What follows belongs to an exercise in optimizing a design on an open flow for small area, a short achievable clock period and few clock cycles per item; a production flow would make more cautious choices.
At most, simulation tests tie the RTL to the original design; equivalence was not proved.
The RTL of runs 2 to 6 was laid out without a check of its function.
No activity file was given, so power comes from the tool's default toggle rates.

--- run.sh ---
#!/bin/bash
# synth_recipe.tcl (not shown) runs the flow's synth.tcl, then flattens the netlist and writes it again
# the make line also repeats each setting of config.mk as NAME=value (left out here)
make -C /OpenROAD-flow-scripts/flow DESIGN_CONFIG=/design/flow/config.mk WORK_HOME=/design/flow/orfs CLKGATE_MAP_FILE= SYNTH_SCRIPT=/design/flow/synth_recipe.tcl finish
--- config.mk ---
export PLATFORM = sky130hd
export DESIGN_NAME = stream_reader_top
export DESIGN_NICKNAME = stream_reader_top
export VERILOG_FILES = /design/flow/design.v
export SDC_FILE = /design/flow/constraint.sdc
export NUM_CORES = 4
export LEC_CHECK = 0
export CAP_MARGIN = 20
export CORE_MARGIN = 2
export CORE_UTILIZATION = 40
export SLEW_MARGIN = 20
--- constraint.sdc ---
create_clock -name core_clock -period 5.5 [get_ports {clk_i}]
set_input_delay 1.1000 -clock core_clock [delete_from_list [all_inputs] [get_ports {clk_i}]]
set_output_delay 1.1000 -clock core_clock [all_outputs]
set_load 0.01 [all_outputs]
--- design.v ---
`timescale 1ns/1ps
`default_nettype none
package mem_bus_pkg;
    localparam int unsigned ADDR_W = 32;
    localparam int unsigned BEAT_W = 64;
    localparam int unsigned WORD_W = 32;
    localparam int unsigned WORDS_PER_BEAT = BEAT_W / WORD_W;
endpackage
`default_nettype wire
`timescale 1ns/1ps
`default_nettype none
package stream_pkg;
    localparam int unsigned NODE_NUM = 4;
    localparam int unsigned LANE_FIFO_DEPTH = 8;
    localparam int unsigned MAX_OUTSTANDING = 10;
    localparam int unsigned COUNT_W = 4;
    localparam int unsigned OFFS_W = 17;
    localparam int unsigned CFG_W = 64;
    localparam int unsigned TRANS_W = NODE_NUM + 1;
endpackage
`default_nettype wire
`timescale 1ns/1ps
`default_nettype none
module stream_fifo #(
    parameter int unsigned WIDTH = 32,
    parameter int unsigned DEPTH = 8
) (
    input  logic                       clk_i,
    input  logic                       rst_ni,
    input  logic                       push_i,
    input  logic [WIDTH-1:0]           data_i,
    input  logic                       pop_i,
    output logic [WIDTH-1:0]           data_o,
    output logic                       empty_o,
    output logic                       full_o,
    output logic [$clog2(DEPTH+1)-1:0] count_o
);
    logic [WIDTH-1:0]           mem_q [DEPTH];
    logic [$clog2(DEPTH)-1:0]   wr_ptr_q;
    logic [$clog2(DEPTH)-1:0]   rd_ptr_q;
    logic [$clog2(DEPTH+1)-1:0] count_q;
    logic                       push_ok;
    logic                       pop_ok;
    assign empty_o = (count_q == '0);
    assign full_o  = (32'(count_q) == DEPTH);
    assign count_o = count_q;
    assign data_o  = mem_q[rd_ptr_q];
    assign push_ok = push_i && (!full_o || pop_i);
    assign pop_ok  = pop_i && !empty_o;
    always_ff @(posedge clk_i) begin
        if (push_ok) begin
            mem_q[wr_ptr_q] <= data_i;
        end
    end
    always_ff @(posedge clk_i or negedge rst_ni) begin
        if (!rst_ni) begin
            wr_ptr_q <= '0;
            rd_ptr_q <= '0;
            count_q  <= '0;
        end else begin
            if (push_ok) begin
                wr_ptr_q <= (32'(wr_ptr_q) == DEPTH - 1) ? '0 : wr_ptr_q + 1'b1;
            end
            if (pop_ok) begin
                rd_ptr_q <= (32'(rd_ptr_q) == DEPTH - 1) ? '0 : rd_ptr_q + 1'b1;
            end
            if (push_ok && !pop_ok) begin
                count_q <= count_q + 1'b1;
            end else if (!push_ok && pop_ok) begin
                count_q <= count_q - 1'b1;
            end
        end
    end
endmodule
`default_nettype wire
`timescale 1ns/1ps
`default_nettype none
module node_stream_lane (
    input  logic        clk_i,
    input  logic        rst_ni,
    input  logic [63:0] cfg_i,
    input  logic        active_i,
    input  logic        restart_i,
    input  logic        grant_i,
    input  logic        push_i,
    input  logic [31:0] word_i,
    output logic        req_o,
    output logic [31:0] req_addr_o,
    output logic        end_o,
    output logic [31:0] data_o,
    output logic        valid_o,
    input  logic        ready_i
);
    localparam int unsigned OFFS_W          = stream_pkg::OFFS_W;
    localparam int unsigned COUNT_W         = stream_pkg::COUNT_W;
    localparam int unsigned LANE_FIFO_DEPTH = stream_pkg::LANE_FIFO_DEPTH;
    logic [31:0]        cfg_base;
    logic [15:0]        cfg_size;
    logic [15:0]        cfg_stride;
    logic [OFFS_W-1:0]  offset_q;
    logic [COUNT_W-1:0] pending_q;
    logic [COUNT_W-1:0] fifo_count;
    logic [COUNT_W:0]   fill;
    logic               fifo_empty;
    logic               pop;
    assign cfg_base   = cfg_i[63:32];
    assign cfg_size   = cfg_i[31:16];
    assign cfg_stride = cfg_i[15:0];
    always_ff @(posedge clk_i or negedge rst_ni) begin
        if (!rst_ni) begin
            offset_q <= '0;
        end else if (restart_i) begin
            offset_q <= '0;
        end else if (grant_i) begin
            offset_q <= offset_q + {1'b0, cfg_stride};
        end
    end
    always_ff @(posedge clk_i or negedge rst_ni) begin
        if (!rst_ni) begin
            pending_q <= '0;
        end else if (grant_i && !push_i) begin
            pending_q <= pending_q + 1'b1;
        end else if (!grant_i && push_i) begin
            pending_q <= pending_q - 1'b1;
        end
    end
    assign fill  = {1'b0, fifo_count} + {1'b0, pending_q};
    assign end_o = (offset_q >= {1'b0, cfg_size});
    assign req_o      = active_i && !end_o && (32'(fill) < LANE_FIFO_DEPTH);
    assign req_addr_o = cfg_base + {{(32-OFFS_W){1'b0}}, offset_q};
    assign valid_o = !fifo_empty;
    assign pop     = valid_o && ready_i;
    stream_fifo #(
        .WIDTH (32),
        .DEPTH (LANE_FIFO_DEPTH)
    ) u_data_fifo (
        .clk_i   (clk_i),
        .rst_ni  (rst_ni),
        .push_i  (push_i),
        .data_i  (word_i),
        .pop_i   (pop),
        .data_o  (data_o),
        .empty_o (fifo_empty),
        .full_o  (),
        .count_o (fifo_count)
    );
endmodule
`default_nettype wire
`timescale 1ns/1ps
`default_nettype none
module read_issue_ctrl #(
    parameter int unsigned NODE_NUM = 4
) (
    input  logic                   clk_i,
    input  logic                   rst_ni,
    input  logic                   start_i,
    input  logic [NODE_NUM-1:0]    lane_req_i,
    input  logic [32*NODE_NUM-1:0] lane_addr_i,
    input  logic [NODE_NUM-1:0]    lane_end_i,
    input  logic                   outst_empty_i,
    input  logic                   outst_full_i,
    output logic [NODE_NUM-1:0]    grant_o,
    output logic                   active_o,
    output logic                   restart_o,
    output logic [NODE_NUM:0]      trans_o,
    output logic                   trans_push_o,
    output logic                   done_o,
    output logic [31:0]            ar_addr_o,
    output logic                   ar_valid_o,
    input  logic                   ar_ready_i
);
    logic                  run_q;
    logic                  run_d;
    logic [NODE_NUM-1:0]   rot_prev_q;
    logic [NODE_NUM-1:0]   rot_prev_d;
    logic [2*NODE_NUM-1:0] double_req;
    logic [2*NODE_NUM-1:0] double_grant;
    logic                  ar_free;
    logic                  arb_enable;
    logic                  new_trans;
    logic                  wait_q;
    logic                  wait_d;
    logic [31:0]           sel_addr;
    logic [31:0]           addr_q;
    always_comb begin
        run_d = run_q;
        if (start_i) begin
            run_d = 1'b1;
        end else if (run_q && (&lane_end_i) && outst_empty_i) begin
            run_d = 1'b0;
        end
    end
    assign active_o  = run_q;
    assign restart_o = run_q && !run_d;
    assign done_o    = !run_q;
    assign ar_free    = !wait_q || ar_ready_i;
    assign arb_enable = ar_free && !outst_full_i;
    always_comb begin
        double_req   = {lane_req_i, lane_req_i};
        double_grant = double_req & ~(double_req - {{NODE_NUM{1'b0}}, rot_prev_q});
        if (arb_enable) begin
            grant_o = double_grant[NODE_NUM-1:0] | double_grant[2*NODE_NUM-1:NODE_NUM];
        end else begin
            grant_o = '0;
        end
    end
    assign new_trans = |grant_o;
    assign rot_prev_d = new_trans ? {grant_o[NODE_NUM-2:0], grant_o[NODE_NUM-1]} : rot_prev_q;
    always_comb begin
        sel_addr = '0;
        for (int i = 0; i < NODE_NUM; i++) begin
            if (grant_o[i]) begin
                sel_addr = sel_addr | lane_addr_i[32*i +: 32];
            end
        end
    end
    assign wait_d = ar_free ? new_trans : wait_q;
    assign trans_o      = {grant_o, sel_addr[2]};
    assign trans_push_o = new_trans;
    assign ar_valid_o = wait_q;
    assign ar_addr_o  = {addr_q[31:3], 3'b000};
    always_ff @(posedge clk_i or negedge rst_ni) begin
        if (!rst_ni) begin
            run_q      <= 1'b0;
            wait_q     <= 1'b0;
            rot_prev_q <= {{(NODE_NUM-1){1'b0}}, 1'b1};
        end else begin
            run_q      <= run_d;
            wait_q     <= wait_d;
            rot_prev_q <= rot_prev_d;
        end
    end
    always_ff @(posedge clk_i) begin
        if (new_trans) begin
            addr_q <= sel_addr;
        end
    end
endmodule
`default_nettype wire
`timescale 1ns/1ps
`default_nettype none
module read_return_steer #(
    parameter int unsigned NODE_NUM        = 4,
    parameter int unsigned MAX_OUTSTANDING = 10
) (
    input  logic                clk_i,
    input  logic                rst_ni,
    input  logic [NODE_NUM:0]   trans_i,
    input  logic                trans_push_i,
    input  logic [63:0]         r_data_i,
    input  logic                r_valid_i,
    output logic                r_ready_o,
    output logic [31:0]         word_o,
    output logic [NODE_NUM-1:0] lane_push_o,
    output logic                outst_empty_o,
    output logic                outst_full_o
);
    logic [NODE_NUM:0] head;
    assign r_ready_o = 1'b1;
    assign word_o = head[0] ? r_data_i[63:32] : r_data_i[31:0];
    assign lane_push_o = r_valid_i ? head[NODE_NUM:1] : '0;
    stream_fifo #(
        .WIDTH (NODE_NUM + 1),
        .DEPTH (MAX_OUTSTANDING)
    ) u_tracker (
        .clk_i   (clk_i),
        .rst_ni  (rst_ni),
        .push_i  (trans_push_i),
        .data_i  (trans_i),
        .pop_i   (r_valid_i),
        .data_o  (head),
        .empty_o (outst_empty_o),
        .full_o  (outst_full_o),
        .count_o ()
    );
endmodule
`default_nettype wire
`timescale 1ns/1ps
`default_nettype none
module stream_reader_top (
    input  logic          clk_i,
    input  logic          rst_ni,
    input  logic          start_i,
    input  logic [255:0]  lane_cfg_i,
    output logic          done_o,
    output logic [31:0]   ar_addr_o,
    output logic          ar_valid_o,
    input  logic          ar_ready_i,
    input  logic [63:0]   r_data_i,
    input  logic          r_valid_i,
    output logic          r_ready_o,
    output logic [127:0]  data_o,
    output logic [3:0]    valid_o,
    input  logic [3:0]    ready_i
);
    localparam int unsigned NODE_NUM = stream_pkg::NODE_NUM;
    logic [NODE_NUM-1:0]    lane_req;
    logic [32*NODE_NUM-1:0] lane_addr;
    logic [NODE_NUM-1:0]    lane_end;
    logic [NODE_NUM-1:0]    grant;
    logic                   active;
    logic                   restart;
    logic [NODE_NUM:0]      trans;
    logic                   trans_push;
    logic                   outst_empty;
    logic                   outst_full;
    logic [31:0]            ret_word;
    logic [NODE_NUM-1:0]    lane_push;
    read_issue_ctrl #(
        .NODE_NUM (NODE_NUM)
    ) u_issue (
        .clk_i         (clk_i),
        .rst_ni        (rst_ni),
        .start_i       (start_i),
        .lane_req_i    (lane_req),
        .lane_addr_i   (lane_addr),
        .lane_end_i    (lane_end),
        .outst_empty_i (outst_empty),
        .outst_full_i  (outst_full),
        .grant_o       (grant),
        .active_o      (active),
        .restart_o     (restart),
        .trans_o       (trans),
        .trans_push_o  (trans_push),
        .done_o        (done_o),
        .ar_addr_o     (ar_addr_o),
        .ar_valid_o    (ar_valid_o),
        .ar_ready_i    (ar_ready_i)
    );
    read_return_steer #(
        .NODE_NUM        (NODE_NUM),
        .MAX_OUTSTANDING (stream_pkg::MAX_OUTSTANDING)
    ) u_steer (
        .clk_i         (clk_i),
        .rst_ni        (rst_ni),
        .trans_i       (trans),
        .trans_push_i  (trans_push),
        .r_data_i      (r_data_i),
        .r_valid_i     (r_valid_i),
        .r_ready_o     (r_ready_o),
        .word_o        (ret_word),
        .lane_push_o   (lane_push),
        .outst_empty_o (outst_empty),
        .outst_full_o  (outst_full)
    );
    for (genvar i = 0; i < NODE_NUM; i++) begin : g_lane
        node_stream_lane u_lane (
            .clk_i      (clk_i),
            .rst_ni     (rst_ni),
            .cfg_i      (lane_cfg_i[64*i +: 64]),
            .active_i   (active),
            .restart_i  (restart),
            .grant_i    (grant[i]),
            .push_i     (lane_push[i]),
            .word_i     (ret_word),
            .req_o      (lane_req[i]),
            .req_addr_o (lane_addr[32*i +: 32]),
            .end_o      (lane_end[i]),
            .data_o     (data_o[32*i +: 32]),
            .valid_o    (valid_o[i]),
            .ready_i    (ready_i[i])
        );
    end
endmodule
`default_nettype wire
==> flow_summary.ini, run 1 <==
[pwr]
powerDensity_nw_per_um2 = 614
leakage_nw = 24.5
peakVddDrop_v = 0.000818

[logic_synthesis]
ys_seq_elements = 1245
synth_flop_cell = edfxtp_1
synth.top_cell.area_share_pct = 57.9
synth_cell_type_count = 95
synth_seq_area_share_pct = 64.1
yosys-top-cells-area = edfxtp_1, mux4_2, dfrtp_1, ha_1, mux2_2
synth_cells = 3487
synth_edf_count = 1103
synth_top_area_cell = edfxtp_1
ys.warnings.count = 4
async_flop_share_pct = 11.4
avgSynthCellArea_sq_um = 16.4
synth_area_sq_um = 57200

[critical_path]
end_kind = register
cp-start-kind = primary input
reg2reg_slack_ns = 0.48
arrival_ns = 5.88
ff2ff_path_depth = 24
r2r-end = u_steer.u_tracker.count_q[3]$_DFFE_PN0P_
worstSetupStartpoint = lane_cfg_i[145]
slowest_stage = o311ai_1
worstSetupPathType = primary input to register
critPathTopFamily = compound AO/OA/AOI/OAI gates
crit_buf_inv = 7
cp_max_fo = 5
critical-path-max-stage-delay_ns = 0.63
r2r-start = g_lane[1].u_lane.u_data_fifo.count_q[3]$_DFFE_PN0P_
critPathRequiredTime_ns = 6.13

[min_path]
hp-class = primary input to asynchronous set/reset pin

[clock_tree]
cts_sinks = 1245
clk_latency_ns = 0.76
postCtsSetupBuffers = 0
cts.root.buffer_cell = clkbuf_16
cts_buffers = 135
clkTransAtPathRegs_ns = 0.06
cts.repair.resized = 0
clock_path_buffers = 3
cts.hold.buffers_added = 0
cts_tree = done
cts_max_level = 4

[timing]
tightest_slew_ns = 1.04
fin_crit_ns = 5.25
fmax_mhz = 191
timing.slew.headroom_pct = 30.5
hold_viol = 0
holdWs_ns = 0.332
finalSetupTns_ns = 0
fin_skew_ns = 0.0295
setup_viol = 0
fin_crit_sh_pct = 95.4
grt_setup_unrepaired = false
setup_ws_ns = 0.253
maxSlewViolCount = 0

[floorplanning]
num_rows = 138
core-area_sq_um = 142000
die_width_um = 382
die_h_um = 382
die_area_sq_um = 146000
io-pin-count = 496
start_util_pct = 40.4

[placed_design]
place_inst = 5864
hpwl_um = 103000
portBuffers = 491
pre_cts_ws_ns = -0.463
gp_congestion = 0.916

[global_route]
antenna_found_initial = 29
first_global_vias = 34200
grtUsageTotal_pct = 21.3
grt_max_degree = 86
grt.overflow.total = 0
grt_pass1_wl_um = 228000

[layout]
syn2layout_area_growth_pct = 21.5
fin_util_pct = 49.0
finish.net_count = 4704
final_cell_count_no_fill = 6136
drive_gt1_share_pct = 19.7

[detailed_routing]
wl_per_cell_um = 25.4
num_vias = 33600
drc = 0
initialDrtViolationCount = 2508
wl_um = 156000
drtAntennaViolNets = 0
via_per_inst = 5.47
dr.pass1.iters = 5

[job]
cap_violations = 0

[outcome]
status = complete, no violations
## stage by stage
step / power (W) / instance area (sq um)
final: 0.0427 / 69500
after global routing: 0.0452 / 69500
after CTS: 0.0432 / 69400
after detailed placement: 0.0345 / 65300
after global placement: 0.0343 / 65300
after floorplan: 0.0264 / 57200
## state kept, by name, summed over array words and instances (netlist names), 4 cells and up
name	flops
u_issue.addr_q	29
u_steer.u_tracker.mem_q	50
g_lane.u_lane.u_data_fifo.rd_ptr_q	12
g_lane.u_lane.u_data_fifo.wr_ptr_q	12
u_issue.rot_prev_q	4
g_lane.u_lane.u_data_fifo.mem_q	1024
g_lane.u_lane.offset_q	68
u_steer.u_tracker.count_q	4
g_lane.u_lane.u_data_fifo.count_q	16
u_steer.u_tracker.wr_ptr_q	4
u_steer.u_tracker.rd_ptr_q	4
g_lane.u_lane.pending_q	16
## per-layer routing
metal  GRT usage [%]  up-vias  wire [um]  share of wire, %
li1                -    15100          -                 -
met1            28.8    17200      66900                43
met2            34.5     1001      74800                48
met3            3.87      223       9100               5.8
met4            7.94        8       5130               3.3
met5               0        -         55             0.035
## power by group
part | switching (W) | internal (W)
registers | 0.00170 | 0.0137
logic | 0.0102 | 0.00859
clock network | 0.00368 | 0.00488
## logic make-up after synthesis
family	Yosys count	share of synthesized area, %
fa+ha+maj	264	5.96
compound gates	483	5.65
other cells	2	0.0131
buf+inv	267	1.87
mux	464	14.3
xor+xnor	193	2.96
flops	1245	64.1
simple gates	569	5.11
## cells in the mapped netlist, types with 40 or more instances
library cell,instances
a21o_1,56
edfxtp_1,1103
xnor2_1,116
nand3_1,61
buf_1,40
ha_1,250
nand2_1,133
mux4_2,266
inv_1,132
o21ai_0,66
xor2_1,77
a21oi_1,146
nor2_1,114
mux2_2,181
nor3_1,72
dfrtp_1,141
clkbuf_1,74
## how the worst max path moves through the flow
stage / depth (start not counted) / slack [ns] / end
5_1_grt: 25 / 0.04 / u_steer.u_tracker.count_q[3]$_DFFE_PN0P_
2_1_floorplan: 19 / 0.006 / u_steer.u_tracker.mem_q[4][0]$_DFFE_PP_
3_5_place_dp: 26 / -0.46 / u_steer.u_tracker.count_q[3]$_DFFE_PN0P_
6_report: 26 / 0.25 / u_steer.u_tracker.count_q[3]$_DFFE_PN0P_
3_3_place_gp: 26 / -0.44 / u_steer.u_tracker.count_q[3]$_DFFE_PN0P_
4_1_cts: 26 / 0.34 / u_steer.u_tracker.count_q[3]$_DFFE_PN0P_
## cell usage in the layout (no fill, tap or decap), drive strengths merged, types with 74 or more instances in the layout
cell type and count:
edfxtp 1103, clkdlybuf4s50 490, mux4 266, ha 250, clkbuf 183, mux2 181
a21oi 147, inv 142, dfrtp 141, nand2 133, buf 126, xnor2 116
nor2 115, xor2 77, nor3 74
## cell type report
| type | instances | area (sq um) |
|---|---|---|
| clock buffers | 183 | 3650 |
| flip-flops and latches | 1245 | 36700 |
| well taps | 1890 | 2360 |
| diodes | 31 | 77.6 |
| repair buffers | 616 | 5990 |
| inverters | 136 | 523 |
| fillers | 11900 | 72300 |
| multi-input cells | 1977 | 19700 |
| clock inverters | 58 | 529 |
Testbench counts, summed over its fixed seeds: cycles 36,853, words 20,790.
==> inputs of run 2 (changes only) <==
--- a/design.v
+++ b/design.v
@@ -13,5 +13,5 @@
     localparam int unsigned NODE_NUM = 4;
     localparam int unsigned LANE_FIFO_DEPTH = 8;
-    localparam int unsigned MAX_OUTSTANDING = 10;
+    localparam int unsigned MAX_OUTSTANDING = 16;
     localparam int unsigned COUNT_W = 4;
     localparam int unsigned OFFS_W = 17;
@@ -294,71 +294,129 @@
     input  logic [3:0]    ready_i
 );
-    localparam int unsigned NODE_NUM = stream_pkg::NODE_NUM;
-    logic [NODE_NUM-1:0]    lane_req;
-    logic [32*NODE_NUM-1:0] lane_addr;
-    logic [NODE_NUM-1:0]    lane_end;
-    logic [NODE_NUM-1:0]    grant;
-    logic                   active;
-    logic                   restart;
-    logic [NODE_NUM:0]      trans;
-    logic                   trans_push;
-    logic                   outst_empty;
-    logic                   outst_full;
-    logic [31:0]            ret_word;
-    logic [NODE_NUM-1:0]    lane_push;
-    read_issue_ctrl #(
-        .NODE_NUM (NODE_NUM)
-    ) u_issue (
-        .clk_i         (clk_i),
-        .rst_ni        (rst_ni),
-        .start_i       (start_i),
-        .lane_req_i    (lane_req),
-        .lane_addr_i   (lane_addr),
-        .lane_end_i    (lane_end),
-        .outst_empty_i (outst_empty),
-        .outst_full_i  (outst_full),
-        .grant_o       (grant),
-        .active_o      (active),
-        .restart_o     (restart),
-        .trans_o       (trans),
-        .trans_push_o  (trans_push),
-        .done_o        (done_o),
-        .ar_addr_o     (ar_addr_o),
-        .ar_valid_o    (ar_valid_o),
-        .ar_ready_i    (ar_ready_i)
-    );
-    read_return_steer #(
-        .NODE_NUM        (NODE_NUM),
-        .MAX_OUTSTANDING (stream_pkg::MAX_OUTSTANDING)
-    ) u_steer (
-        .clk_i         (clk_i),
-        .rst_ni        (rst_ni),
-        .trans_i       (trans),
-        .trans_push_i  (trans_push),
-        .r_data_i      (r_data_i),
-        .r_valid_i     (r_valid_i),
-        .r_ready_o     (r_ready_o),
-        .word_o        (ret_word),
-        .lane_push_o   (lane_push),
-        .outst_empty_o (outst_empty),
-        .outst_full_o  (outst_full)
-    );
-    for (genvar i = 0; i < NODE_NUM; i++) begin : g_lane
-        node_stream_lane u_lane (
-            .clk_i      (clk_i),
-            .rst_ni     (rst_ni),
-            .cfg_i      (lane_cfg_i[64*i +: 64]),
-            .active_i   (active),
-            .restart_i  (restart),
-            .grant_i    (grant[i]),
-            .push_i     (lane_push[i]),
-            .word_i     (ret_word),
-            .req_o      (lane_req[i]),
-            .req_addr_o (lane_addr[32*i +: 32]),
-            .end_o      (lane_end[i]),
-            .data_o     (data_o[32*i +: 32]),
-            .valid_o    (valid_o[i]),
-            .ready_i    (ready_i[i])
-        );
+    localparam int unsigned NL    = stream_pkg::NODE_NUM;
+    localparam int unsigned TRK_D = stream_pkg::MAX_OUTSTANDING;
+    localparam int unsigned PTR_W = $clog2(TRK_D);
+    logic        run_q;
+    logic        issued_q;    
+    logic [1:0]  cur_q;       
+    logic [16:0] off_q;       
+    logic        ar_valid_q;
+    logic [31:3] ar_addr_q;
+    logic        trk_full;
+    logic        trk_empty;
+    logic [31:0] cur_base;
+    logic [16:0] cur_size;
+    logic [15:0] cur_stride;
+    logic [31:0] cur_addr;
+    logic        lane_end;
+    logic        s4;
+    logic        hi_owed;
+    logic        two;
+    logic [16:0] step;
+    logic        ar_free;
+    logic        issue;
+    logic        finish;
+    always_comb begin
+        cur_base   = lane_cfg_i[64*cur_q+32 +: 32];
+        cur_size   = {1'b0, lane_cfg_i[64*cur_q+16 +: 16]};
+        cur_stride = lane_cfg_i[64*cur_q +: 16];
+    end
+    assign cur_addr = cur_base + {15'b0, off_q};
+    assign lane_end = (off_q >= cur_size);
+    assign s4       = (cur_stride == 16'd4);
+    assign hi_owed  = ((off_q + 17'd4) < cur_size);
+    assign two      = s4 && !cur_addr[2] && hi_owed;
+    assign step     = (s4 && !cur_addr[2]) ? 17'd8 : {1'b0, cur_stride};
+    assign ar_free = !ar_valid_q || ar_ready_i;
+    assign issue   = run_q && !issued_q && !lane_end && !trk_full && ar_free;
+    assign finish  = run_q && issued_q && trk_empty && !ar_valid_q;
+    always_ff @(posedge clk_i or negedge rst_ni) begin
+        if (!rst_ni) begin
+            run_q      <= 1'b0;
+            issued_q   <= 1'b0;
+            cur_q      <= '0;
+            off_q      <= '0;
+            ar_valid_q <= 1'b0;
+        end else begin
+            if (start_i) begin
+                run_q <= 1'b1;
+            end else if (finish) begin
+                run_q <= 1'b0;
+            end
+            if (finish) begin
+                issued_q <= 1'b0;
+            end else if (run_q && lane_end && cur_q == 2'(NL - 1)) begin
+                issued_q <= 1'b1;
+            end
+            if (run_q && !issued_q && lane_end) begin
+                cur_q <= cur_q + 1'b1;
+                off_q <= '0;
+            end else if (issue) begin
+                off_q <= off_q + step;
+            end
+            if (ar_free) begin
+                ar_valid_q <= issue;
+            end
+        end
+    end
+    always_ff @(posedge clk_i) begin
+        if (issue) begin
+            ar_addr_q <= cur_addr[31:3];
+        end
+    end
+    assign done_o     = !run_q;
+    assign ar_valid_o = ar_valid_q;
+    assign ar_addr_o  = {ar_addr_q, 3'b000};
+    logic [3:0]       trk_q [TRK_D];
+    logic [PTR_W-1:0] wr_q;
+    logic [PTR_W-1:0] rd_q;
+    logic [PTR_W:0]   cnt_q;
+    logic             lo_done_q;
+    logic [3:0]       head;
+    logic [1:0]       hl;
+    logic             half;
+    logic             last;
+    logic             take;
+    logic             pop;
+    assign trk_full  = (32'(cnt_q) == TRK_D);
+    assign trk_empty = (cnt_q == '0);
+    assign head      = trk_q[rd_q];
+    assign hl        = head[3:2];
+    assign half = head[1] || lo_done_q;
+    assign last = !head[0] || lo_done_q;
+    assign take = r_valid_i && !trk_empty && ready_i[hl];
+    assign pop  = take && last;
+    always_ff @(posedge clk_i) begin
+        if (issue) begin
+            trk_q[wr_q] <= {cur_q, cur_addr[2], two};
+        end
+    end
+    always_ff @(posedge clk_i or negedge rst_ni) begin
+        if (!rst_ni) begin
+            wr_q      <= '0;
+            rd_q      <= '0;
+            cnt_q     <= '0;
+            lo_done_q <= 1'b0;
+        end else begin
+            if (issue) begin
+                wr_q <= wr_q + 1'b1;
+            end
+            if (pop) begin
+                rd_q <= rd_q + 1'b1;
+            end
+            if (issue && !pop) begin
+                cnt_q <= cnt_q + 1'b1;
+            end else if (!issue && pop) begin
+                cnt_q <= cnt_q - 1'b1;
+            end
+            if (take) begin
+                lo_done_q <= !last;
+            end
+        end
+    end
+    assign r_ready_o = pop;
+    for (genvar l = 0; l < NL; l++) begin : g_lane
+        assign valid_o[l]         = r_valid_i && !trk_empty && (hl == 2'(l));
+        assign data_o[32*l +: 32] = half ? r_data_i[63:32] : r_data_i[31:0];
     end
 endmodule
==> run 2 against run 1 <==
Compared with the run above: die area down 81%; combinational power shrank 66%; setup slack gained 0.21 ns; sequential power down 87%; global-route usage increased by 5.4 points; total power is 78% lower; cell count is 74% lower; routed wire length decreased by 76%.
==> flow_summary.ini, run 2 <==
[outcome]
status = complete, no violations

[global_route]
grtUsageMet1_pct = 34.3
first_global_vias = 8456
busiest_layer = met2
met3_usage_pct = 7.11
grt_max_degree = 50
grtUsageTotal_pct = 26.7
grt_pass1_wl_um = 52300
antenna_found_initial = 2
grtUsageMet2_pct = 44.4
grt.overflow.total = 0

[layout]
finish.net_count = 1667
syn2layout_area_growth_pct = 50.2
largest_reg_flops = 64
final_common_cell = clkdlybuf4s50_1
top_register = trk_q
drive_gt1_share_pct = 14.2
top_regs = trk_q x64, ar_addr_q x29, off_q x17
final_cell_mix = clkdlybuf4s50_1, edfxtp_1, mux4_2

[detailed_routing]
drtAntennaViolNets = 0
wl_per_cell_um = 22.8
dr.pass1.iters = 7
initialDrtViolationCount = 547
drc = 0
wl_um = 36700
via_per_inst = 5.32
num_vias = 8553

[floorplanning]
die_area_sq_um = 27200
io-pin-count = 496
num_rows = 58
die_h_um = 165
core-area_sq_um = 25300
die_width_um = 165
start_util_pct = 40.9

[timing]
grt_setup_unrepaired = false
maxSlewViolCount = 0
hold_viol = 0
timing.slew.headroom_pct = 38.9
fin_skew_ns = 0.0148
setup_viol = 0
holdWs_ns = 0.516
fin_crit_ns = 5.04
finalSetupTns_ns = 0
fmax_mhz = 198
fin_crit_sh_pct = 91.7
tightest_slew_ns = 0.916

[clock_tree]
cts.repair.resized = 0
clk_latency_ns = 0.43
cts_buffers = 17
clkTransAtPathRegs_ns = 0.06
postCtsSetupBuffers = 0
cts_max_level = 4
clock_path_buffers = 2
cts.root.buffer_cell = clkbuf_16
cts.hold.buffers_added = 0
cts_tree = done
cts_sinks = 129

[critical_path]
cpMostUsedCell = nand4_1
cp-start-kind = primary input
worstSetupPathType = primary input to register
critical-path-max-stage-delay_ns = 0.66
crit_chain = clkdlybuf4s50_1, mux4_2, inv_1, ha_1, nand4_1, nor3_1, a41o_1, a211oi_1, nand4_1, clkinv_1, buf_4, nand2_1, nor3b_1
end_kind = register
r2r-start = cur_q[0]$_DFFE_PN0P_
critPathRequiredTime_ns = 5.55
reg2reg_slack_ns = 0.67
slowest_stage = nor3b_1
cp_max_fo = 49
arrival_ns = 5.09
worstSetupStartpoint = lane_cfg_i[216]

[placed_design]
hpwl_um = 31000
gp_congestion = 0.859
portBuffers = 492

[logic_synthesis]
synth_top_area_cell = edfxtp_1
ys_seq_elements = 129
async_flop_share_pct = 27.9
synth_area_sq_um = 10400
synth_cell_type_count = 64
synth_most_common_cell = buf_4
avgSynthCellArea_sq_um = 12.1
netlist_top_cells_count = buf_4, edfxtp_1, mux4_2, ha_1, xnor2_1
synth_seq_area_share_pct = 35.7
synth_flop_cell = edfxtp_1
synth_cells = 858
yosys-top-cells-area = edfxtp_1, mux4_2, ha_1, dfrtp_1, buf_4
ys.warnings.count = 1
synth_edf_count = 93
synth.top_cell.area_share_pct = 27.0

[pwr]
p_clk_share_pct = 11.4
combPwrFrac_pct = 67.5
swShare_pct = 42.3
powerDensity_nw_per_um2 = 608
seqPwrFrac_pct = 21.1
peakVddDrop_v = 0.000323
p_int_w = 0.00546
netSwitchingPower_w = 0.00400
leakage_nw = 5.98

[min_path]
hold_start = issued_q$_DFFE_PN0P_
hp-class = register to register

[job]
cap_violations = 0
run 2: cell types whose count changed after synthesis, sizes merged, moves of 91 or more:
cell	delta
edfxtp	-1010
mux2	-141
ha	-177
dfrtp	-105
mux4	-187
inv	-98
nand2	-99
nor2	-91
a21oi	-110
run 2: metal layers:
layer / wire length (um) / up-vias / share of wire [%]
li1: - / 4009 / -
met1: 14700 / 4165 / 40
met2: 18500 / 349 / 50
met3: 2880 / 30 / 7.8
met4: 731 / 0 / 2.0
met5: 0 / - / 0
run 2: per-stage QoR:
| stage | instances | utilization (%) | total power, W | cell area [sq um] | worst slack [ns] |
|---|---|---|---|---|---|
| 3_3_place_gp | 1574 | 59.2 | 0.00836 | 15000 | 0.142 |
| 4_1_cts | 1606 | 61.4 | 0.00952 | 15500 | 0.423 |
| 2_1_floorplan | 860 | - | 0.00623 | 10400 | 0.00291 |
| 3_5_place_dp | 1574 | 59.2 | 0.00840 | 15000 | -0.00542 |
| 5_1_grt | 1608 | 61.4 | 0.0102 | 15600 | 0.159 |
| 6_report | 1609 | 61.4 | 0.00945 | 15600 | 0.458 |
run 2: kinds of logic after synthesis:
logic type      synth area share [%]
compound gates                  8.89
other cells                   0.0362
simple gates                    8.28
mux                             22.2
flops                           35.7
xor+xnor                        5.67
fa+ha+maj                       9.21
buf+inv                         10.1
run 2: area by class of cell:
| class | instances | area [sq um] |
|---|---|---|
| clock inverter | 15 | 134 |
| clock buffer | 17 | 425 |
| fill | 2046 | 9770 |
| timing repair buffer | 514 | 5110 |
| tap | 330 | 413 |
| multi-input combinational | 564 | 5630 |
| antenna | 3 | 7.51 |
| sequential | 129 | 3700 |
| inverter | 37 | 139 |
run 2: worst max-delay path: cells and delay by family:
family / cells / cell delay, ns
and+or+nand+nor: 5 / 1.27
adders and majority gates: 1 / 0.26
muxes: 1 / 0.53
buffers and inverters: 4 / 1.23
AOI/OAI and AO/OA: 2 / 0.63
run 2: path summary, 6_finish.rpt:
check                                         to  cells past startpoint
setup / recovery           trk_q[5][2]$_DFFE_PP_                     13
hold / removal              issued_q$_DFFE_PN0P_                      2
setup reg to reg           trk_q[5][2]$_DFFE_PP_                     13
hold reg to reg             issued_q$_DFFE_PN0P_                      2
max in group asynchronous   cur_q[1]$_DFFE_PN0P_                      1
min in group asynchronous   cnt_q[1]$_DFFE_PN0P_                      1
run 2: power groups by stage:
stage	Sequential [W]	Clock (W)	Combinational, W
finish	0.00200	0.00108	0.00638
global route	0.00205	0.00114	0.00696
CTS	0.00200	0.00110	0.00642
global placement	0.00202	0	0.00635
floorplan	0.00182	0	0.00441
detailed placement	0.00202	0	0.00638
==> inputs of run 3 (changes only) <==
--- a/design.v
+++ b/design.v
@@ -315,6 +315,7 @@
     logic [16:0] step;
     logic        ar_free;
+    logic        reading;
     logic        issue;
-    logic        finish;
+    logic        drained;
     always_comb begin
         cur_base   = lane_cfg_i[64*cur_q+32 +: 32];
@@ -328,7 +329,8 @@
     assign two      = s4 && !cur_addr[2] && hi_owed;
     assign step     = (s4 && !cur_addr[2]) ? 17'd8 : {1'b0, cur_stride};
+    assign reading = start_i || (run_q && !issued_q);
     assign ar_free = !ar_valid_q || ar_ready_i;
-    assign issue   = run_q && !issued_q && !lane_end && !trk_full && ar_free;
-    assign finish  = run_q && issued_q && trk_empty && !ar_valid_q;
+    assign issue   = reading && !lane_end && !trk_full && ar_free;
+    assign drained = issued_q && trk_empty && !ar_valid_q;
     always_ff @(posedge clk_i or negedge rst_ni) begin
         if (!rst_ni) begin
@@ -341,17 +343,18 @@
             if (start_i) begin
                 run_q <= 1'b1;
-            end else if (finish) begin
+            end else if (drained) begin
                 run_q <= 1'b0;
             end
-            if (finish) begin
-                issued_q <= 1'b0;
-            end else if (run_q && lane_end && cur_q == 2'(NL - 1)) begin
-                issued_q <= 1'b1;
-            end
-            if (run_q && !issued_q && lane_end) begin
-                cur_q <= cur_q + 1'b1;
-                off_q <= '0;
-            end else if (issue) begin
-                off_q <= off_q + step;
+            if (reading && lane_end) begin
+                cur_q    <= cur_q + 1'b1;
+                off_q    <= '0;
+                issued_q <= (cur_q == 2'(NL - 1));
+            end else begin
+                if (issue) begin
+                    off_q <= off_q + step;
+                end
+                if (start_i) begin
+                    issued_q <= 1'b0;
+                end
             end
             if (ar_free) begin
@@ -361,17 +364,18 @@
     end
     always_ff @(posedge clk_i) begin
-        if (issue) begin
+        if (ar_free) begin
             ar_addr_q <= cur_addr[31:3];
         end
     end
-    assign done_o     = !run_q;
+    assign done_o     = !run_q || drained;
     assign ar_valid_o = ar_valid_q;
     assign ar_addr_o  = {ar_addr_q, 3'b000};
-    logic [3:0]       trk_q [TRK_D];
+    logic [3:0]       ring_q [TRK_D];
     logic [PTR_W-1:0] wr_q;
     logic [PTR_W-1:0] rd_q;
     logic [PTR_W:0]   cnt_q;
+    logic [3:0]       head_q;
     logic             lo_done_q;
-    logic [3:0]       head;
+    logic [3:0]       entry;
     logic [1:0]       hl;
     logic             half;
@@ -379,15 +383,17 @@
     logic             take;
     logic             pop;
+    logic             to_head;
+    assign entry     = {cur_q, cur_addr[2], two};
     assign trk_full  = (32'(cnt_q) == TRK_D);
     assign trk_empty = (cnt_q == '0);
-    assign head      = trk_q[rd_q];
-    assign hl        = head[3:2];
-    assign half = head[1] || lo_done_q;
-    assign last = !head[0] || lo_done_q;
+    assign hl        = head_q[3:2];
+    assign half = head_q[1] || lo_done_q;
+    assign last = !head_q[0] || lo_done_q;
     assign take = r_valid_i && !trk_empty && ready_i[hl];
     assign pop  = take && last;
+    assign to_head = (cnt_q == '0) || ((cnt_q == 1) && pop);
     always_ff @(posedge clk_i) begin
-        if (issue) begin
-            trk_q[wr_q] <= {cur_q, cur_addr[2], two};
+        if (ar_free) begin
+            ring_q[wr_q] <= entry;
         end
     end
@@ -397,11 +403,15 @@
             rd_q      <= '0;
             cnt_q     <= '0;
+            head_q    <= '0;
             lo_done_q <= 1'b0;
         end else begin
-            if (issue) begin
+            if (issue && !to_head) begin
                 wr_q <= wr_q + 1'b1;
             end
-            if (pop) begin
-                rd_q <= rd_q + 1'b1;
+            if (issue && to_head) begin
+                head_q <= entry;
+            end else if (pop && cnt_q > 1) begin
+                head_q <= ring_q[rd_q];
+                rd_q   <= rd_q + 1'b1;
             end
             if (issue && !pop) begin
==> flow/run.sh (new file) <==
#!/bin/bash
# Standard layout, with the smallest plain buffer on every port
set -o pipefail
export BUFFER_PORTS_ARGS="-buffer_cell sky130_fd_sc_hd__buf_1"
bash standard.sh > standard.log 2>&1
==> standard.sh (new file) <==
#!/bin/bash
# synth_recipe.tcl (not shown) runs the flow's synth.tcl, then flattens the netlist and writes it again
# the make line also repeats each setting of config.mk as NAME=value (left out here)
make -C /OpenROAD-flow-scripts/flow DESIGN_CONFIG=/design/flow/config.mk WORK_HOME=/design/flow/orfs CLKGATE_MAP_FILE= SYNTH_SCRIPT=/design/flow/synth_recipe.tcl "${@:-finish}"
removed: run.sh
==> run 3 against run 2 <==
Compared with the run above: still clean on timing, DRC and antenna; maximum frequency grew 9.8%; utilization shrank 13 points; first-iteration DRC count decreased by 1.8%; non-clock buffer count shrank 13; die area rose by 1.2%; synthesized cell count is 0.35% higher; cell area is 19% lower; worst hold slack improved by 0.0051 ns; via count about the same; clock power barely moved; synthesized area increased by 1.3%; critical path depth up 2; critical path type is now register to register; largest power group unchanged.
==> flow_summary.ini, run 3 <==
[outcome]
status = complete, no violations

[pwr]
leakage_nw = 4.69
powerDensity_nw_per_um2 = 627
seqPwrFrac_pct = 26.2
peakVddDrop_v = 0.000291
swShare_pct = 43.9
combPwrFrac_pct = 60.2
netSwitchingPower_w = 0.00345
p_clk_share_pct = 13.6
p_int_w = 0.00441

[clock_tree]
cts_max_level = 4
cts.repair.resized = 0
cts.hold.buffers_added = 0
clock_path_buffers = 2
cts_buffers = 17
postCtsSetupBuffers = 0
cts_sinks = 133
clkTransAtPathRegs_ns = 0.06
cts.root.buffer_cell = clkbuf_16
cts_tree = done
clk_latency_ns = 0.42

[critical_path]
cp_max_fo = 24
cp-start-kind = register
critPathRequiredTime_ns = 5.81
worstSetupPathType = register to register
end_kind = register
arrival_ns = 4.90

[detailed_routing]
num_vias = 8560
dr.pass1.iters = 4
drc = 0
via_per_inst = 5.32
wl_per_cell_um = 20.8
wl_um = 33400
drtAntennaViolNets = 0
initialDrtViolationCount = 537

[floorplanning]
core-area_sq_um = 25900
io-pin-count = 496
die_area_sq_um = 27500
die_h_um = 166
start_util_pct = 40.5
num_rows = 59
die_width_um = 166

[logic_synthesis]
synth_edf_count = 93
synth_cells = 861
synth_seq_area_share_pct = 36.2
synth_compound_area_share_pct = 8.16
ys_seq_elements = 133
synth_most_common_cell = buf_4
netlist_top_cells_count = buf_4, edfxtp_1, mux4_2, ha_1, inv_1
ys.warnings.count = 1
yosys-top-cells-area = edfxtp_1, mux4_2, dfrtp_1, ha_1, buf_4
synth_top_family_by_area = multiplexers
avgSynthCellArea_sq_um = 12.2
synth-simple-area-share_pct = 9.23
synth-xor-area-share_pct = 5.34
synth_flop_cell = edfxtp_1
yosys.area_share.adder_pct = 8.90
synthMuxAreaShare_pct = 22.2
synth.top_cell.area_share_pct = 26.6
synth_cell_type_count = 70
async_flop_share_pct = 30.1
synth_area_sq_um = 10500
synth_top_area_cell = edfxtp_1

[placed_design]
hpwl_um = 28200
postPlaceCellArea_sq_um = 12000
gp_congestion = 0.878
portBuffers = 492

[timing]
hold_viol = 0
fin_skew_ns = 0.00968
grt_setup_unrepaired = false
fin_crit_ns = 4.59
setup_viol = 0
tightest_slew_ns = 0.998
fin_crit_sh_pct = 83.5
fmax_mhz = 218
maxSlewViolCount = 0
timing.slew.headroom_pct = 33.2
finalSetupTns_ns = 0

[global_route]
first_global_vias = 8212
grt.overflow.total = 0
grt_pass1_wl_um = 48700
antenna_found_initial = 14
grtUsageTotal_pct = 23.8
grt_max_degree = 41

[job]
cap_violations = 0

[min_path]
hp-class = register to register

[layout]
top_register = ring_q
syn2layout_area_growth_pct = 19.5
nFillCells = 2418
final_common_cell = buf_1
stdcell_area_sq_um = 12500
drive_gt1_share_pct = 12.8
largest_reg_flops = 64
top_regs = ring_q x64, ar_addr_q x29, off_q x17
finish.net_count = 1660
final_cell_mix = buf_1, edfxtp_1, mux4_2
-- run 3: cell count changes after synthesis, sizes merged, moves of 7 or more --
cell / previous run / this run
o21ai: 27 / 16
a21oi: 37 / 26
and3: 6 / 14
inv: 37 / 45
nor2: 24 / 37
mux2: 40 / 33
-- run 3: worst paths after layout --
path / end / depth (start not counted) / startpoint / slack [ns]
setup / recovery: off_q[14]$_DFFE_PN0P_ / 15 / cur_q[0]$_DFFE_PN0N_ / 0.91
hold / removal: cnt_q[4]$_DFFE_PN0P_ / 1 / cnt_q[4]$_DFFE_PN0P_ / 0.52
setup reg to reg: off_q[14]$_DFFE_PN0P_ / 15 / cur_q[0]$_DFFE_PN0N_ / 0.91
hold reg to reg: cnt_q[4]$_DFFE_PN0P_ / 1 / cnt_q[4]$_DFFE_PN0P_ / 0.52
max in group asynchronous: cur_q[1]$_DFFE_PN0N_ / 2 / rst_ni / 4.23
min in group asynchronous: run_q$_DFFE_PN0P_ / 2 / rst_ni / 0.78
-- run 3: power groups by stage --
stage          Clock (W)  Sequential (W)  Combinational [W]
3_5_place_dp           0         0.00208            0.00476
6_report         0.00107         0.00206            0.00473
2_1_floorplan          0         0.00187            0.00393
4_1_cts          0.00109         0.00207            0.00478
5_1_grt          0.00113         0.00211            0.00523
3_3_place_gp           0         0.00208            0.00469
-- run 3: logic make-up after synthesis --
kind of cell / Yosys count
adders and majority gates: 74
buffers and inverters: 171
DFF: 133
xor gates and xnor gates: 64
muxes: 119
AOI/OAI and AO/OA: 117
other: 1
and+or+nand+nor: 182
-- run 3: metal layers --
| layer | part of all wire [%] | track usage (%) | wire length [um] |
|---|---|---|---|
| met1 | 35 | 25.2 | 11600 |
| met2 | 55 | 46.0 | 18500 |
| met3 | 5.0 | 3.24 | 1670 |
| met4 | 4.8 | 11.8 | 1620 |
| met5 | 0 | 0 | 0 |
-- run 3: stage by stage --
step	power, W	hold WS, ns	util [%]	setup slack [ns]	cells
final	0.00786	0.521	48.4	0.909	1608
after global routing	0.00847	0.542	48.4	0.479	1608
after CTS	0.00793	0.523	48.4	0.866	1605
after detailed placement	0.00684	0.511	46.2	0.675	1573
after global placement	0.00677	0.500	46.2	0.724	1573
after floorplan	0.00580	0.471	-	0.0758	863
-- run 3: layout make-up --
| class | count | area (sq um) | share of cell area (%) |
|---|---|---|---|
| tap | 335 | 419 | 3.34 |
| clock inverter | 14 | 125 | 0.998 |
| multi-input combinational | 559 | 5670 | 45.2 |
| timing repair buffer | 501 | 1920 | 15.3 |
| clock buffer | 18 | 429 | 3.42 |
| inverter | 45 | 169 | 1.35 |
| sequential | 133 | 3800 | 30.3 |
| antenna | 3 | 7.51 | 0.0599 |
-- run 3: critical path, cell delays in order, from the launching register on --
cell	delay [ns]
dfrtp_4	0.69
buf_4	0.33
mux4_2	0.53
ha_1	0.34
xnor2_1	0.27
nor2_1	0.13
nor2b_1	0.13
ha_1	0.28
nor2b_1	0.15
o21ai_0	0.26
a211oi_1	0.17
o31ai_1	0.46
o2111ai_1	0.19
a21oi_1	0.24
xnor2_1	0.10
a32o_1	0.20
==> inputs of run 4 (changes only) <==
--- a/config.mk
+++ b/config.mk
@@ -6,6 +6,8 @@
 export NUM_CORES = 4
 export LEC_CHECK = 0
+export ABC_CLOCK_PERIOD_IN_PS = 2800
 export CAP_MARGIN = 20
 export CORE_MARGIN = 2
 export CORE_UTILIZATION = 40
+export SETUP_SLACK_MARGIN = 2.5
 export SLEW_MARGIN = 20
==> run 4 against run 3 <==
Compared with the run above: maximum frequency increased by 19%; still clean on timing, DRC and antenna; die area unchanged; synthesized area unchanged; highest routed layer unchanged; largest power group unchanged; worst hold slack improved by 0.010 ns; critical path type is now primary input to register; sequential cell count unchanged; global-route usage increased by 2.1 points.
==> flow_summary.ini, run 4 <==
[pwr]
leakage_nw = 5.32
powerDensity_nw_per_um2 = 678
peakVddDrop_v = 0.000341

[detailed_routing]
num_vias = 9147
dr.pass1.iters = 5
via_per_inst = 5.42
drc = 0
wl_um = 37800
wl_per_cell_um = 22.4
drtAntennaViolNets = 0
initialDrtViolationCount = 562

[logic_synthesis]
netlist_top_cells_count = buf_4, edfxtp_1, mux4_2, ha_1, inv_1
synth_edf_count = 93
async_flop_share_pct = 30.1
synth_flop_cell = edfxtp_1
yosys-top-cells-area = edfxtp_1, mux4_2, dfrtp_1, ha_1, buf_4
synth_cells = 861
synth_cell_type_count = 70
ys_seq_elements = 133
avgSynthCellArea_sq_um = 12.2
synth_area_sq_um = 10500
ys.warnings.count = 1
synth_most_common_cell = buf_4
synth_seq_area_share_pct = 36.2
synth_top_area_cell = edfxtp_1
synth.top_cell.area_share_pct = 26.6

[timing]
maxSlewViolCount = 0
finalSetupTns_ns = 0
fin_skew_ns = 0.00903
setup_viol = 0
fin_crit_ns = 3.85
holdWs_ns = 0.531
timing.slew.headroom_pct = 40.8
hold_viol = 0
grt_setup_unrepaired = true
tightest_slew_ns = 0.888
fin_crit_sh_pct = 70.0
fmax_mhz = 260

[min_path]
hp-class = register to register
hold_start = head_q[0]$_DFFE_PN0P_

[critical_path]
crit_buf_inv = 2
arrival_ns = 4.16
cp-start-kind = primary input
worstSetupPathType = primary input to register
crit_chain = buf_1, mux4_2, ha_4, a31oi_4, xnor2_4, nor2_4, or2_4, ha_4, o21ai_4, a211oi_2, o31ai_2, buf_4, o21bai_1, a21oi_1, xnor2_1, a22o_1
critical-path-max-stage-delay_ns = 0.51
slowest_stage = mux4_2
critPathRequiredTime_ns = 5.81
cpMostUsedCell = ha_4
r2r-start = cur_q[0]$_DFFE_PN0N_
end_kind = register
worstSetupStartpoint = lane_cfg_i[225]
cp_max_fo = 3
critPathTopFamily = compound AO/OA/AOI/OAI gates

[placed_design]
portBuffers = 492
gp_congestion = 0.861
place_inst = 1574
hpwl_um = 29100

[global_route]
first_global_vias = 8543
antenna_found_initial = 16
grtUsageTotal_pct = 25.9
grt_pass1_wl_um = 52000
grt_max_degree = 41
grt.overflow.total = 0

[layout]
largest_reg_flops = 64
top_regs = ring_q x64, ar_addr_q x29, off_q x17
nFillCells = 2285
syn2layout_area_growth_pct = 34.4
finish.net_count = 1736
top_register = ring_q
final_common_cell = buf_1
final_cell_mix = buf_1, edfxtp_1, mux4_2
final_cell_count_no_fill = 1687
drive_gt1_share_pct = 25.5

[clock_tree]
clkTransAtPathRegs_ns = 0.06
cts_buffers = 17
clock_path_buffers = 2
cts_sinks = 133
cts_max_level = 4
cts_tree = done
clk_latency_ns = 0.43
cts.root.buffer_cell = clkbuf_16

[floorplanning]
core-area_sq_um = 25900
die_h_um = 166
io-pin-count = 496
die_area_sq_um = 27500
die_width_um = 166
num_rows = 59
start_util_pct = 40.5

[job]
cap_violations = 0

[outcome]
status = complete, no violations
## run 4: cell counts after synthesis
Identical to the previous run, type by type.
## run 4: area by class of cell
| class | count | area [sq um] | share of cell area [%] |
|---|---|---|---|
| Antenna cell | 6 | 15.0 | 0.107 |
| Clock buffer | 19 | 453 | 3.21 |
| Clock inverter | 13 | 138 | 0.977 |
| Inverter | 45 | 169 | 1.20 |
| Multi-Input combinational cell | 560 | 6270 | 44.5 |
| Sequential cell | 133 | 3810 | 27.1 |
| Tap cell | 335 | 419 | 2.97 |
| Timing Repair Buffer | 576 | 2820 | 20.0 |
## run 4: path summary, 6_finish.rpt
| path | cells past startpoint | slack, ns | to |
|---|---|---|---|
| max reg2reg | 17 | 1.66 | off_q[12]$_DFFE_PN0P_ |
| min reg2reg | 1 | 0.53 | head_q[0]$_DFFE_PN0P_ |
| min | 1 | 0.53 | head_q[0]$_DFFE_PN0P_ |
| max | 16 | 1.65 | off_q[12]$_DFFE_PN0P_ |
| min in group asynchronous | 2 | 0.76 | off_q[0]$_DFFE_PN0P_ |
| max in group asynchronous | 2 | 4.26 | cur_q[1]$_DFFE_PN0N_ |
## run 4: cell families after synthesis
logic type | share of synthesized area [%]
AO/OA/AOI/OAI | 8.16
XOR/XNOR | 5.34
adder cells (fa/ha/maj) | 8.90
buffers and inverters | 9.95
flip-flops | 36.2
multiplexers | 22.2
other | 0.0358
AND/OR/NAND/NOR | 9.23
## run 4: what timing repair did
| action | CTS | global route |
|---|---|---|
| setup endpoints to repair | 208 | 90 |
| setup buffers | 39 | 32 |
| hold buffers | 0 | 0 |
| pin swaps | 34 | 34 |
| resized for setup | 71 | 84 |
| gates cloned | 2 | 2 |
## run 4: stage by stage
step,power (W),setup slack [ns],area [sq um],utilization (%)
6_report,0.00956,1.65,14100,54.4
5_1_grt,0.0101,1.54,14100,54.4
4_1_cts,0.00890,1.64,13400,51.8
3_5_place_dp,0.00698,0.714,12100,46.6
3_3_place_gp,0.00690,0.824,12100,46.6
2_1_floorplan,0.00596,1.26,10600,-
## run 4: power by group
group	internal [W]	switching, W	total [W]	leakage, nW
combinational	0.00318	0.00322	0.00639	3.68
sequential	0.00160	0.000428	0.00203	1.36
clock	0.000662	0.000471	0.00113	0.291
total	0.00544	0.00412	0.00956	5.32
## run 4: metal layers
metal	global-route usage [%]	vias to the layer above	share of wire, %
li1	-	4149	-
met1	27.1	4466	34
met2	51.0	459	57
met3	3.91	73	5.5
met4	10.7	0	3.2
met5	0	-	0
==> inputs of run 5 (changes only) <==
--- a/config.mk
+++ b/config.mk
@@ -10,4 +10,3 @@
 export CORE_MARGIN = 2
 export CORE_UTILIZATION = 40
-export SETUP_SLACK_MARGIN = 2.5
 export SLEW_MARGIN = 20
==> run 5 against run 4 <==
Compared with the run above: still clean; combinational power down 26%; critical path depth down 1; first-iteration DRC count down 4.4%; setup slack worse by 0.74 ns; synthesized area unchanged; register-to-register slack worse by 0.75 ns; total power down 18%; critical path type is now register to register; highest routed layer unchanged.
==> flow_summary.ini, run 5 <==
[global_route]
grt_pass1_wl_um = 48700
grt_max_degree = 41
first_global_vias = 8212
grt.overflow.total = 0
grtUsageTotal_pct = 23.8
antenna_found_initial = 14

[job]
cap_violations = 0

[logic_synthesis]
ys.warnings.count = 1
async_flop_share_pct = 30.1
yosys-top-cells-area = edfxtp_1, mux4_2, dfrtp_1, ha_1, buf_4
avgSynthCellArea_sq_um = 12.2
synth_seq_area_share_pct = 36.2
synth_cell_type_count = 70
synth_area_sq_um = 10500
ys_seq_elements = 133
synth_cells = 861
synth_edf_count = 93
synth_most_common_cell = buf_4
netlist_top_cells_count = buf_4, edfxtp_1, mux4_2, ha_1, inv_1
synth.top_cell.area_share_pct = 26.6
synth_flop_cell = edfxtp_1
synth_top_area_cell = edfxtp_1

[clock_tree]
cts_buffers = 17
cts_sinks = 133
clk_latency_ns = 0.42
clock_path_buffers = 2
cts.hold.buffers_added = 0
cts.root.buffer_cell = clkbuf_16
clkTransAtPathRegs_ns = 0.06
cts_max_level = 4
postCtsSetupBuffers = 0
cts.repair.resized = 0
cts_tree = done

[detailed_routing]
num_vias = 8560
drc = 0
wl_per_cell_um = 20.8
drtAntennaViolNets = 0
via_per_inst = 5.32
initialDrtViolationCount = 537
wl_um = 33400
dr.pass1.iters = 4

[min_path]
hp-class = register to register

[placed_design]
hpwl_um = 28200
portBuffers = 492
gp_congestion = 0.878

[critical_path]
cp-start-kind = register
critical-path-max-stage-delay_ns = 0.69
slowest_stage = dfrtp_4
arrival_ns = 4.90
end_kind = register
critPathTopFamily = compound AO/OA/AOI/OAI gates
crit_buf_inv = 1
cp_max_fo = 24
crit_chain = buf_4, mux4_2, ha_1, xnor2_1, nor2_1, nor2b_1, ha_1, nor2b_1, o21ai_0, a211oi_1, o31ai_1, o2111ai_1, a21oi_1, xnor2_1, a32o_1
critPathRequiredTime_ns = 5.81
worstSetupPathType = register to register

[timing]
hold_viol = 0
fin_skew_ns = 0.00968
fin_crit_sh_pct = 83.5
timing.slew.headroom_pct = 33.2
maxSlewViolCount = 0
tightest_slew_ns = 0.998
fmax_mhz = 218
holdWs_ns = 0.521
grt_setup_unrepaired = false
fin_crit_ns = 4.59
setup_viol = 0
finalSetupTns_ns = 0

[floorplanning]
die_area_sq_um = 27500
die_h_um = 166
start_util_pct = 40.5
io-pin-count = 496
core-area_sq_um = 25900
die_width_um = 166
num_rows = 59

[layout]
largest_reg_flops = 64
final_cell_mix = buf_1, edfxtp_1, mux4_2
finish.net_count = 1660
final_common_cell = buf_1
top_regs = ring_q x64, ar_addr_q x29, off_q x17
drive_gt1_share_pct = 12.8
top_register = ring_q
syn2layout_area_growth_pct = 19.5

[outcome]
status = complete, no violations

[pwr]
powerDensity_nw_per_um2 = 627
leakage_nw = 4.69
totalPowerFinal_w = 0.00786
peakVddDrop_v = 0.000291
==> run 5: cell counts after synthesis <==
No cell type changed its count.
==> run 5: cell families after synthesis <==
group,count (synthesis),share of synthesized area [%]
AND/OR/NAND/NOR,182,9.23
buffers and inverters,171,9.95
multiplexers,119,22.2
adder cells (fa/ha/maj),74,8.90
AO/OA/AOI/OAI,117,8.16
flip-flops,133,36.2
XOR/XNOR,64,5.34
other,1,0.0358
==> run 5: power breakdown <==
group	total (W)	internal, W	switching [W]
logic	0.00473	0.00219	0.00255
clock network	0.00107	0.000624	0.000447
registers	0.00206	0.00160	0.000460
total	0.00786	0.00441	0.00345
==> run 5: metrics by stage <==
stage,utilization (%),instance area [sq um],cells,worst slack [ns]
2_1_floorplan,-,10500,863,0.0758
3_3_place_gp,46.2,12000,1573,0.724
3_5_place_dp,46.2,12000,1573,0.675
4_1_cts,48.4,12500,1605,0.866
5_1_grt,48.4,12500,1608,0.479
6_report,48.4,12500,1608,0.909
==> run 5: layer usage <==
layer | vias to the layer above | routed length (um) | track usage, %
met1 | 4079 | 11600 | 25.2
met2 | 413 | 18500 | 46.0
met4 | 0 | 1620 | 11.8
met5 | - | 0 | 0
li1 | 3994 | - | -
met3 | 74 | 1670 | 3.24
==> run 5: worst paths after layout <==
kind	cells after the start	to	start	slack (ns)
max	15	off_q[14]$_DFFE_PN0P_	cur_q[0]$_DFFE_PN0N_	0.91
min	1	cnt_q[4]$_DFFE_PN0P_	cnt_q[4]$_DFFE_PN0P_	0.52
max reg2reg	15	off_q[14]$_DFFE_PN0P_	cur_q[0]$_DFFE_PN0N_	0.91
min reg2reg	1	cnt_q[4]$_DFFE_PN0P_	cnt_q[4]$_DFFE_PN0P_	0.52
max in group asynchronous	2	cur_q[1]$_DFFE_PN0N_	rst_ni	4.23
min in group asynchronous	2	run_q$_DFFE_PN0P_	rst_ni	0.78
==> run 5: worst reg2reg max path: stages (launching register included) <==
cell	delay, ns
dfrtp_4	0.69
buf_4	0.35
mux4_2	0.53
ha_1	0.34
xnor2_1	0.28
nor2_1	0.13
nor2b_1	0.13
ha_1	0.28
nor2b_1	0.15
o21ai_0	0.26
a211oi_1	0.17
o31ai_1	0.46
o2111ai_1	0.19
a21oi_1	0.24
xnor2_1	0.10
a32o_1	0.20
==> run 5: final cells by class <==
cell class	instances	area [sq um]
Tap cell	335	419
Fill cell	2418	13400
Clock buffer	18	429
Sequential cell	133	3800
Timing Repair Buffer	501	1920
Multi-Input combinational cell	559	5670
Clock inverter	14	125
Antenna cell	3	7.51
Inverter	45	169
==> inputs of run 6 (changes only) <==
--- a/design.v
+++ b/design.v
@@ -313,5 +313,4 @@
     logic        hi_owed;
     logic        two;
-    logic [16:0] step;
     logic        ar_free;
     logic        reading;
@@ -328,5 +327,10 @@
     assign hi_owed  = ((off_q + 17'd4) < cur_size);
     assign two      = s4 && !cur_addr[2] && hi_owed;
-    assign step     = (s4 && !cur_addr[2]) ? 17'd8 : {1'b0, cur_stride};
+    logic [16:0] off_p8;
+    logic [16:0] off_ps;
+    logic [16:0] off_next;
+    assign off_p8   = off_q + 17'd8;
+    assign off_ps   = off_q + {1'b0, cur_stride};
+    assign off_next = (s4 && !cur_addr[2]) ? off_p8 : off_ps;
     assign reading = start_i || (run_q && !issued_q);
     assign ar_free = !ar_valid_q || ar_ready_i;
@@ -352,5 +356,5 @@
             end else begin
                 if (issue) begin
-                    off_q <= off_q + step;
+                    off_q <= off_next;
                 end
                 if (start_i) begin
@@ -390,6 +394,12 @@
     assign half = head_q[1] || lo_done_q;
     assign last = !head_q[0] || lo_done_q;
-    assign take = r_valid_i && !trk_empty && ready_i[hl];
-    assign pop  = take && last;
+    logic [NL-1:0] head_sel;
+    logic [NL-1:0] pop_sel;
+    for (genvar l = 0; l < NL; l++) begin : g_sel
+        assign head_sel[l] = !trk_empty && (hl == 2'(l));
+        assign pop_sel[l]  = head_sel[l] && last;
+    end
+    assign take = r_valid_i && |(ready_i & head_sel);
+    assign pop  = r_valid_i && |(ready_i & pop_sel);
     assign to_head = (cnt_q == '0) || ((cnt_q == 1) && pop);
     always_ff @(posedge clk_i) begin
@@ -427,5 +437,5 @@
     assign r_ready_o = pop;
     for (genvar l = 0; l < NL; l++) begin : g_lane
-        assign valid_o[l]         = r_valid_i && !trk_empty && (hl == 2'(l));
+        assign valid_o[l]         = r_valid_i && head_sel[l];
         assign data_o[32*l +: 32] = half ? r_data_i[63:32] : r_data_i[31:0];
     end
--- a/config.mk
+++ b/config.mk
@@ -6,7 +6,7 @@
 export NUM_CORES = 4
 export LEC_CHECK = 0
-export ABC_CLOCK_PERIOD_IN_PS = 2800
 export CAP_MARGIN = 20
 export CORE_MARGIN = 2
 export CORE_UTILIZATION = 40
+export SETUP_SLACK_MARGIN = 2.5
 export SLEW_MARGIN = 20
==> run 6 against run 5 <==
Compared with the run above: still clean on timing, DRC and antenna; sequential power about the same; cell area rose by 14%; critical path depth down 2; die area increased by 0.31%; worst hold slack improved by 0.0049 ns; synthesized area increased by 0.32%; sequential share of layout area fell by 3.6 points; utilization rose by 6.7 points; setup slack improved by 0.57 ns; critical path type is now primary input to register; critical endpoint is now off_q[12]$_DFFE_PN0P_.
==> flow_summary.ini, run 6 <==
[layout]
top_register = ring_q
syn2layout_area_growth_pct = 35.6
antenna_cells = 0
multi_input_area_sq_um = 6480
layout.area.seq_sq_um = 3810
largest_reg_flops = 64
nFillCells = 2238
final_common_cell = buf_1
finish.net_count = 1780
drive_gt1_share_pct = 27.1
top_regs = ring_q x64, ar_addr_q x29, off_q x17
final_cell_mix = buf_1, edfxtp_1, mux4_2

[timing]
fin_crit_sh_pct = 73.0
maxSlewViolCount = 0
setup_ws_ns = 1.48
fin_skew_ns = 0.0122
setup_viol = 0
tightest_slew_ns = 1.06
finalSetupTns_ns = 0
hold_viol = 0
fmax_mhz = 249
fin_crit_ns = 4.02
grt_setup_unrepaired = true
timing.slew.headroom_pct = 28.6

[placed_design]
pre_cts_ws_ns = 0.897
portBuffers = 492
gp_congestion = 0.894
hpwl_um = 28800

[floorplanning]
die_area_sq_um = 27600
io-pin-count = 496
core-area_sq_um = 25900
die_h_um = 166
die_width_um = 166
start_util_pct = 40.6
num_rows = 59

[global_route]
antenna_found_initial = 1
grt_pass1_wl_um = 53500
grt.overflow.total = 0
grt_max_degree = 46
grtUsageTotal_pct = 25.7
first_global_vias = 8828

[detailed_routing]
wl_um = 37400
initialDrtViolationCount = 704
wl_per_cell_um = 21.7
dr.pass1.iters = 5
via_per_inst = 5.53
num_vias = 9527
drc = 0
drtAntennaViolNets = 0

[outcome]
status = complete, no violations

[logic_synthesis]
async_flop_share_pct = 30.1
synth.top_cell.area_share_pct = 26.5
avgSynthCellArea_sq_um = 11.6
ys_seq_elements = 133
synth_most_common_cell = buf_4
yosys-top-cells-area = edfxtp_1, mux4_2, dfrtp_1, ha_1, buf_4
synth_area_sq_um = 10500
synth_cell_type_count = 59
synth_edf_count = 93
synth_seq_area_share_pct = 36.1
synth_top_area_cell = edfxtp_1
synth_cells = 904
synth_flop_cell = edfxtp_1
netlist_top_cells_count = buf_4, edfxtp_1, mux4_2, ha_1, nor2_1
ys.warnings.count = 1

[critical_path]
worstSetupPathType = primary input to register
cp_max_fo = 4
critPathRequiredTime_ns = 5.81
arrival_ns = 4.33
end_kind = register
cp-start-kind = primary input

[clock_tree]
cts.hold.buffers_added = 0
cts_max_level = 4
clk_latency_ns = 0.42
cts_sinks = 133
cts.root.buffer_cell = clkbuf_16
clkTransAtPathRegs_ns = 0.06
cts_buffers = 17
clock_path_buffers = 2
cts_tree = done

[pwr]
powerDensity_nw_per_um2 = 692
leakage_nw = 5.31
peakVddDrop_v = 0.000330

[min_path]
hp-class = register to register

[job]
cap_violations = 0
[run 6: cell count changes in the layout (fill, tap and decap cells not counted), sizes merged, moves of 4 or more]
cell and delta:
and3 +6, o31ai -5, o21ai +23, buf +80, nand2 +15, a21oi +4
nand3 -10, o211ai +4, a22o -8, nor2 +26, and2 -6, nor4 +4
[run 6: final timing paths]
check / start / endpoint / slack [ns] / cells after the start
max: lane_cfg_i[212] / off_q[12]$_DFFE_PN0P_ / 1.48 / 13
min: head_q[0]$_DFFE_PN0P_ / head_q[0]$_DFFE_PN0P_ / 0.53 / 1
max reg2reg: cur_q[0]$_DFFE_PN0N_ / off_q[12]$_DFFE_PN0P_ / 1.61 / 14
min reg2reg: head_q[0]$_DFFE_PN0P_ / head_q[0]$_DFFE_PN0P_ / 0.53 / 1
max in group asynchronous: rst_ni / cur_q[1]$_DFFE_PN0N_ / 4.33 / 2
min in group asynchronous: rst_ni / cur_q[0]$_DFFE_PN0N_ / 0.75 / 2
[run 6: cell type report]
type,count,area share (%)
Timing Repair Buffer,582,19.8
Tap cell,335,2.94
Inverter,43,1.22
Clock buffer,17,2.98
Sequential cell,133,26.7
Multi-Input combinational cell,599,45.4
Clock inverter,15,0.886
[run 6: worst max-delay path, cell delays in order]
cell       delay [ns]
buf_6            0.10
mux4_2           0.48
inv_2            0.10
ha_4             0.21
a211oi_4         0.25
o2111ai_1        0.13
a221o_1          0.34
a221o_1          0.36
and2_4           0.16
or3_4            0.39
buf_6            0.15
or4_4            0.47
o311ai_1         0.09
[run 6: power by group]
| part | leakage, nW | total (W) | internal, W | switching, W |
|---|---|---|---|---|
| sequential | 1.35 | 0.00204 | 0.00162 | 0.000424 |
| combinational | 3.70 | 0.00676 | 0.00327 | 0.00349 |
| clock | 0.265 | 0.00108 | 0.000623 | 0.000456 |
[run 6: logic make-up (layout without fill, tap and decap cells)]
family                     count (synthesis)  after routing  share of synthesized area, %
adders and majority gates                 75             75                          8.99
xor gates and xnor gates                  67             67                          5.58
AOI/OAI and AO/OA                        129            129                          7.97
and+or+nand+nor                          202            204                          9.37
muxes                                    121            121                          22.0
buffers and inverters                    176            657                          9.99
other                                      1              3                        0.0356
DFF                                      133            133                          36.1
[run 6: metal layers]
| metal | share of wire (%) | track usage (%) | up-vias |
|---|---|---|---|
| li1 | - | - | 4260 |
| met1 | 41 | 35.8 | 4692 |
| met2 | 49 | 43.0 | 518 |
| met3 | 6.7 | 2.79 | 55 |
| met4 | 2.5 | 6.96 | 2 |
| met5 | 0.035 | 0 | - |
[run 6: what timing repair did]
| action | CTS | global route |
|---|---|---|
| pin swaps | 48 | 49 |
| setup buffers | 55 | 25 |
| cloned | 3 | 0 |
| gates resized for setup | 115 | 99 |
| endpoints found under the setup margin | 209 | 136 |
[run 6: per-stage QoR]
| step | instances | hold slack (ns) | util, % | total power, W | area [sq um] |
|---|---|---|---|---|---|
| after CTS | 1699 | 0.517 | 52.7 | 0.00921 | 13700 |
| after floorplan | 906 | 0.450 | - | 0.00601 | 10800 |
| after detailed placement | 1609 | 0.502 | 46.7 | 0.00711 | 12100 |
| after global placement | 1609 | 0.500 | 46.7 | 0.00705 | 12100 |
| after global routing | 1724 | 0.565 | 55.1 | 0.0105 | 14300 |
| final | 1724 | 0.526 | 55.1 | 0.00988 | 14300 |

==> port drivers added, routing unchanged <==
In the flow no input, the clock included, has a driving cell. The finished layouts below were timed again as built, in two steps. Step 1, drivers: a clkbuf_16 drives clk_i and a buf_2 each remaining input, both assumed. Step 2 also shifts input and output timing later by t, the mid clock arrival at the registers, as if the neighbouring blocks saw the same clock. Slacks: no drivers / after step 1 / after step 2; pairs: no drivers / after step 1.
run | t, ns | slack for setup (ns)
run 1 | 0.819 | 0.253 / 0.302 / -0.517
run 2 | 0.463 | 0.458 / 0.435 / 0.016
run 3 | 0.468 | 0.909 / 0.909 / 0.609
run 4 | 0.470 | 1.649 / 1.665 / 1.204
run 5 | 0.468 | 0.909 / 0.909 / 0.609
run 6 | 0.465 | 1.482 / 1.490 / 1.025
Met with ideal ports but missed after step 2: setup timing in run 1.
